Source: an optimization exercise on an open RTL-to-GDS flow (aim: small area, a short achievable clock period and few clock cycles per item). Production flows keep margins and buffers that such runs may drop.
Function was checked by simulation only, so behaviour that the tests miss may differ from the original.
Power is estimated from default activity; no workload was simulated.

== the previous run ==
==> flow/design.v (excerpt) <==
module queued_sine_tone_generator_core (
    input  logic                   clk,
    input  logic                   rst_n,
    input  logic                   cfg_write,
    input  logic      [15:0]       cfg_data,
    input  logic                   item_valid,
    output logic                   item_stall,
    input  logic      [47:0]       item,
    output logic                   result_valid,
    input  logic                   result_stall,
    output logic [22:0]            result
);
Size in the first run: about 6900 cells after synthesis, roughly 94 I/O pins, ~77000 µm² of cells after synthesis.
export LEC_CHECK = 0
export CAP_MARGIN = 20
export CORE_MARGIN = 2
export CORE_UTILIZATION = 55
export CTS_BUF_LIST = sky130_fd_sc_hd__clkbuf_8
export SLEW_MARGIN = 20
create_clock -name core_clock -period 10.0 [get_ports {clk}]
standard.sh (not shown) runs the stock make flow with config.mk's settings and CLKGATE_MAP_FILE= SYNTH_SCRIPT=/design/flow/synth_recipe.tcl, a recipe that flattens the netlist after the stock synthesis.
==> flow/flow/run.sh <==
#!/bin/bash
set -o pipefail
{ echo "== standard.sh"; cat standard.sh; echo "== config.mk"; cat config.mk; echo "== constraint.sdc"; cat constraint.sdc; } > flow_info.log 2>&1
export SETUP_SLACK_MARGIN=5.5
bash standard.sh > standard.log 2>&1
Testbench counts of the previous run, summed over its fixed seeds: cycles 2,245, items 2,048.
Inputs modified between the previous run and the current run:
diff --git a/flow/design.v b/flow/design.v
--- a/flow/design.v
+++ b/flow/design.v
@@ -305,58 +305,92 @@
                   ({16{s1}} & d1[15:0]) | ({16{s0}} & rr[15:0]);
         dq_out  = {dq_in[29:0], s3 | s2, s3 | s1};
     end
 endmodule
 `default_nettype wire
 `default_nettype none
 module qstg_datapath (
     input  logic        clk,
     input  logic        rst_n,
     input  logic        hold,
     input  logic        in_valid,
     input  logic [14:0] amp,
+    input  logic [16:0] amp3,
     input  logic [15:0] entry,
     input  logic        neg,
     input  logic [6:0]  info,
     output logic        out_valid,
     output logic [22:0] out_data
 );
     logic        v1;
     logic [14:0] amp1;
+    logic [16:0] amp31;
     logic [15:0] entry1;
     logic        neg1;
     logic [6:0]  info1;
     logic        v2;
     logic [19:0] x2;
     logic [19:0] y2;
     logic [14:0] z2;
     logic        neg2;
     logic [6:0]  info2;
     logic [20:0] px;
     logic [19:0] py;
     logic [19:0] pz;
+    logic [20:0] py_w;
+    logic [20:0] pz_w;
+    function automatic logic [16:0] pp(input logic [1:0] d, input logic [14:0] a,
+                                       input logic [16:0] a3);
+        logic [16:0] v;
+        case (d)
+            2'd0: v = 17'd0;
+            2'd1: v = {2'b00, a};
+            2'd2: v = {1'b0, a, 1'b0};
+            default: v = a3;
+        endcase
+        pp = v;
+    endfunction
+    function automatic logic [20:0] sum3(input logic [16:0] r0, input logic [16:0] r1,
+                                         input logic [16:0] r2);
+        logic [20:0] a;
+        logic [20:0] b;
+        logic [20:0] c;
+        logic [20:0] sv;
+        logic [20:0] cv;
+        a  = {4'd0, r0};
+        b  = {2'd0, r1, 2'd0};
+        c  = {r2, 4'd0};
+        sv = a ^ b ^ c;
+        cv = {((a[19:0] & b[19:0]) | (a[19:0] & c[19:0]) | (b[19:0] & c[19:0])), 1'b0};
+        sum3 = sv + cv;
+    endfunction
     logic [25:0] o1;
     logic [25:0] o2;
     logic [25:0] o3;
     logic [25:0] o4;
     logic [25:0] s1;
     logic [25:0] k1;
     logic [25:0] s2;
     logic [25:0] k2;
     logic [25:0] tot;
     always_comb
     begin
-        px = amp1 * entry1[15:10];
-        py = amp1 * entry1[9:5];
-        pz = amp1 * entry1[4:0];
+        px = sum3(pp(entry1[11:10], amp1, amp31), pp(entry1[13:12], amp1, amp31),
+                  pp(entry1[15:14], amp1, amp31));
+        py_w = sum3(pp(entry1[6:5], amp1, amp31), pp(entry1[8:7], amp1, amp31),
+                    pp({1'b0, entry1[9]}, amp1, amp31));
+        pz_w = sum3(pp(entry1[1:0], amp1, amp31), pp(entry1[3:2], amp1, amp31),
+                    pp({1'b0, entry1[4]}, amp1, amp31));
+        py = py_w[19:0];
+        pz = pz_w[19:0];
         o1 = {{1{neg2}}, ({20{neg2}} ^ x2), {5{neg2}}};
         o2 = {{6{neg2}}, ({20{neg2}} ^ y2)};
         o3 = {{11{neg2}}, ({15{neg2}} ^ z2)};
         o4 = neg2 ? 26'd1026 : 26'd0;
         s1  = o1 ^ o2 ^ o3;
         k1  = {((o1[24:0] & o2[24:0]) | (o1[24:0] & o3[24:0]) | (o2[24:0] & o3[24:0])), 1'b0};
         s2  = s1 ^ k1 ^ o4;
         k2  = {((s1[24:0] & k1[24:0]) | (s1[24:0] & o4[24:0]) | (k1[24:0] & o4[24:0])), 1'b0};
         tot = s2 + k2;
     end
     always_ff @(posedge clk or negedge rst_n)
     begin
@@ -367,24 +401,25 @@
         end
         else if (!hold)
         begin
             v1 <= in_valid;
             v2 <= v1;
         end
     end
     always_ff @(posedge clk)
     begin
         if (!hold)
         begin
             amp1   <= amp;
+            amp31  <= amp3;
             entry1 <= entry;
             neg1   <= neg;
             info1  <= info;
             x2     <= px[19:0];
             y2     <= py;
             z2     <= pz[19:5];
             neg2   <= neg1;
             info2  <= info1;
         end
     end
     assign out_valid = v2 && !hold;
     assign out_data  = {tot[25:10], info2};
@@ -1226,30 +1261,33 @@
     begin
         if (!rst_n)
         begin
             rate3 <= 18'd132300;
         end
         else if (cfg_write)
         begin
             rate3 <= {1'b0, cfg_data, 1'b0} + {2'b00, cfg_data};
         end
     end
     logic        dp_valid;
     logic [22:0] dp_data;
+    logic [14:0] dp_amp;
+    assign dp_amp = (smp_do && !rz) ? rd_a : 15'd0;
     qstg_datapath u_dp (
         .clk       (clk),
         .rst_n     (rst_n),
         .hold      (hold),
         .in_valid  (go),
-        .amp       ((smp_do && !rz) ? rd_a : 15'd0),
+        .amp       (dp_amp),
+        .amp3      ({1'b0, dp_amp, 1'b0} + {2'b00, dp_amp}),
         .entry     (peak ? 16'h8000 : {1'b0, rom_data}),
         .neg       (idx[9]),
         .info      ({smp_do, dropf, used_nx}),
         .out_valid (dp_valid),
         .out_data  (dp_data)
     );
     qstg_ctrl u_out (
         .clk          (clk),
         .rst_n        (rst_n),
         .in_valid     (dp_valid),
         .in_data      (dp_data),
         .hold         (hold),
Results
From the previous run to the current run the numbers moved as follows: minimum period implied by the final worst setup slack has decreased; power down about 2%.
[compare] base=the previous run new=the current run: critical path depth -4; data arrival time at the worst-slack endpoint decreased 0.05 ns; leakage power figure has decreased.
Run comparison: the previous run capture point of the worst path u_dp.x2[17]; the current run capture point of the worst path u_dp.amp31[15]
The current run reached the final stage; the timing, DRC and antenna checks on its layout passed.
Testbench counts of the current run, summed over its fixed seeds: cycles 2,245, items 2,048.

==> static timing again, ports no longer ideal <==
Ports are ideal in the flow. The routed layouts listed here were re-timed in OpenROAD.
Step 1 assumes that a clkbuf_16 drives the clock port and a buf_2 every other input.
Step 2 adds t to the input delays and takes it off the output delays; t is the mean of the earliest and latest rising clock arrival at the registers after step 1. Input paths then give back, and output paths get back, about the clock's delay inside the block.
Three values: ideal ports, drivers, drivers and shift; two values: the first two.
| run | t (ns) | slack for setup (ns) | slew at the worst register clock pin (ns) | worst slew at a driven data input, ns |
|---|---|---|---|---|
| the previous run | 1.053 | 5.353 / 5.303 / 4.250 | 0.08 / 0.08 | 0.21 |
| the current run | 1.032 | 5.406 / 5.406 / 4.496 | 0.07 / 0.07 | 0.10 |
After both steps setup and hold are still met in every run listed. The setup slack of the previous run, which loses most, moves by -0.050 ns with the drivers and by -1.103 ns with both steps.
